Context: an optimization exercise on an open-source flow, tuned for small area. The choices shown serve that exercise and are no tape-out recipe.
Only simulation tests tie the RTL to the original design; equivalence was not proved.
Power figures rest on the tool's default switching activity, not on a simulated workload.

==> build 20 <==
==> flow/design.v (excerpt) <==
module matmul_scheduler #(
  parameter int PE_COUNT    = 4,
  parameter int RAM_SIZE    = 128,
  parameter int QUEUE_DEPTH = 2,
  parameter int TIMEOUT     = 65535
) (
  input  logic                     clk,
  input  logic                     rst,
  input  logic                     job_valid,
  output logic                     job_ready,
  input  logic [31:0]              job_M,
  input  logic [31:0]              job_N,
  input  logic [31:0]              job_P,
  input  logic [31:0]              job_left_offset,
  input  logic [31:0]              job_right_offset,
  input  logic [31:0]              job_result_offset,
  output logic [31:0]              M,
  output logic [31:0]              N,
  output logic [31:0]              P,
  output logic [31:0]              left_offset,
  output logic [31:0]              right_offset,
  output logic [31:0]              result_offset,
  output logic [PE_COUNT-1:0][1:0] start_signal,
  input  logic [PE_COUNT-1:0]      pe_done,
  output logic                     busy,
  output logic                     job_done,
  output logic                     job_error,
  output logic [31:0]              cycle_count
);
Settings: LEC_CHECK=0, CAP_MARGIN=20, CORE_MARGIN=2, CORE_UTILIZATION=40, SLEW_MARGIN=20; clock period 12.0 ns.
standard.sh (not shown) runs the stock make flow with config.mk's settings and CLKGATE_MAP_FILE= SYNTH_SCRIPT=/design/flow/synth_recipe.tcl, a recipe that flattens the netlist after the stock synthesis.
==> flow/flow/run.sh <==
#!/bin/bash
# Own layout flow: the standard ORFS flow (standard.sh) with two changes.
#  1. Synthesis: the same Yosys script as standard.sh's (synth_recipe.tcl and
#     ORFS synth.tcl), but ABC maps the logic with an area-oriented script
#     (abc_area_map.script beside this file). Registers are mapped before ABC
#     runs, so they keep the standard synthesis's names and cells; this is
#     checked below and the standard netlist is used if they differ.
#  2. Port buffers: buffer_ports uses sky130_fd_sc_hd__buf_1 for every input
#     and output port instead of the default cell.
# Every tool's output goes to a log file of its own in the work folder.
set -euo pipefail
W=$PWD
F=$W/flow
RES=$W/orfs/results/$FLOW_PLATFORM/matmul_scheduler/base
export BUFFER_PORTS_ARGS="-inputs -outputs -buffer_cell sky130_fd_sc_hd__buf_1"

bash standard.sh synth > $W/log_synth_standard.log 2>&1

# own synthesis, in a separate ORFS work folder
python3 - "$FLOW_HOME/scripts/synth.tcl" "$W/own_synth.tcl" "$F/abc_area_map.script" <<'PY'
import sys
src, dst, abc = sys.argv[1:4]
s = open(src).read()
hook = "source $::env(SCRIPTS_DIR)/synth_preamble.tcl\n"
assert hook in s
s = s.replace(hook, hook + (
    "set i [lsearch $abc_args -script]\n"
    "set abc_args [lreplace $abc_args [expr {$i+1}] [expr {$i+1}] {%s}]\n" % abc), 1)
open(dst, "w").write(s)
PY
sed "s#source \$::env(SCRIPTS_DIR)/synth.tcl#source $W/own_synth.tcl#" synth_recipe.tcl > $W/own_synth_recipe.tcl
grep -q "own_synth.tcl" $W/own_synth_recipe.tcl
make -C "$FLOW_HOME" DESIGN_CONFIG=$W/config.mk WORK_HOME=$W/orfs_own CLKGATE_MAP_FILE= \
  SYNTH_SCRIPT=$W/own_synth_recipe.tcl synth > $W/log_synth_own.log 2>&1 || true
OWN=$W/orfs_own/results/$FLOW_PLATFORM/matmul_scheduler/base/1_2_yosys.v

# use the own netlist only if its registers match the standard one's
if [[ -f $OWN ]] && python3 - "$RES/1_2_yosys.v" "$OWN" > $W/log_register_check.log 2>&1 <<'PY'
import re, sys
def regs(path):
    txt = open(path).read()
    return sorted(re.findall(r"^\s*(sky130_fd_sc_hd__(?:s?e?df|dl)\w*)\s+(\S+)\s*\(", txt, re.M))
a, b = regs(sys.argv[1]), regs(sys.argv[2])
print("standard registers:", len(a), "own registers:", len(b))
sys.exit(0 if a == b and len(a) > 0 else 1)
PY
then
  echo "using own synthesis netlist" >> $W/log_register_check.log
  cp $RES/1_2_yosys.v $W/standard_1_2_yosys.v
  cp $OWN $RES/1_2_yosys.v
  rm -f $RES/1_synth.odb $RES/1_synth.sdc
else
  echo "registers differ: keeping the standard netlist" >> $W/log_register_check.log
fi

# the rest of the standard flow, up to out/final.def
bash standard.sh > $W/log_layout.log 2>&1
==> flow/flow/abc_area_map.script <==
strash
dch -f
map -a
topo
stime -c
buffer -c
upsize -c
dnsize -c
==> build 40: changes against build 20 <==
==> flow/run.sh (new file) <==
#!/bin/bash
# synth_recipe.tcl (not shown) runs the flow's synth.tcl, then flattens the netlist and writes it again
# the make line also repeats each setting of config.mk as NAME=value (left out here)
make -C /OpenROAD-flow-scripts/flow DESIGN_CONFIG=/design/flow/config.mk WORK_HOME=/design/flow/orfs CLKGATE_MAP_FILE= SYNTH_SCRIPT=/design/flow/synth_recipe.tcl finish
removed: flow/flow/run.sh
removed: flow/flow/abc_area_map.script
removed: flow/standard.sh
==> comparison <==
- Build 20 finished clean. Build 40 completed without violations.
- Between build 40 and build 20, the lower synthesized area is in build 20 (gap about 3%, measured against build 20).
- Maximum frequency is about the same in build 20 and build 40.
- Global-route usage: build 20 is higher than build 40 (0.63 points).
- Against build 20, the sequential power of build 40 is higher by about 2%.

==> what the ideal ports hide <==
How much do the figures lean on ideal ports? The routed layouts below were timed once more, with nothing changed but the port constraints. Step 1 assumes that a clkbuf_16 drives the clock port and a buf_2 every other input. Step 2 also shifts input and output timing later by t, the mid clock arrival at the registers, as if the neighbouring blocks saw the same clock. Slacks: ideal ports / drivers / drivers and shift; pairs: ideal ports / drivers.
run	shift t [ns]	setup slack, ns	worst hold slack (ns)	worst setup path at the end	worst slew at a driven data input, ns
build 20	0.658	4.979 / 4.979 / 4.979	0.428 / 0.428 / 0.428	register to register	0.12
build 40	0.652	4.966 / 4.966 / 4.966	0.474 / 0.474 / 0.474	register to register	0.12
After both steps every run listed still meets setup and hold.
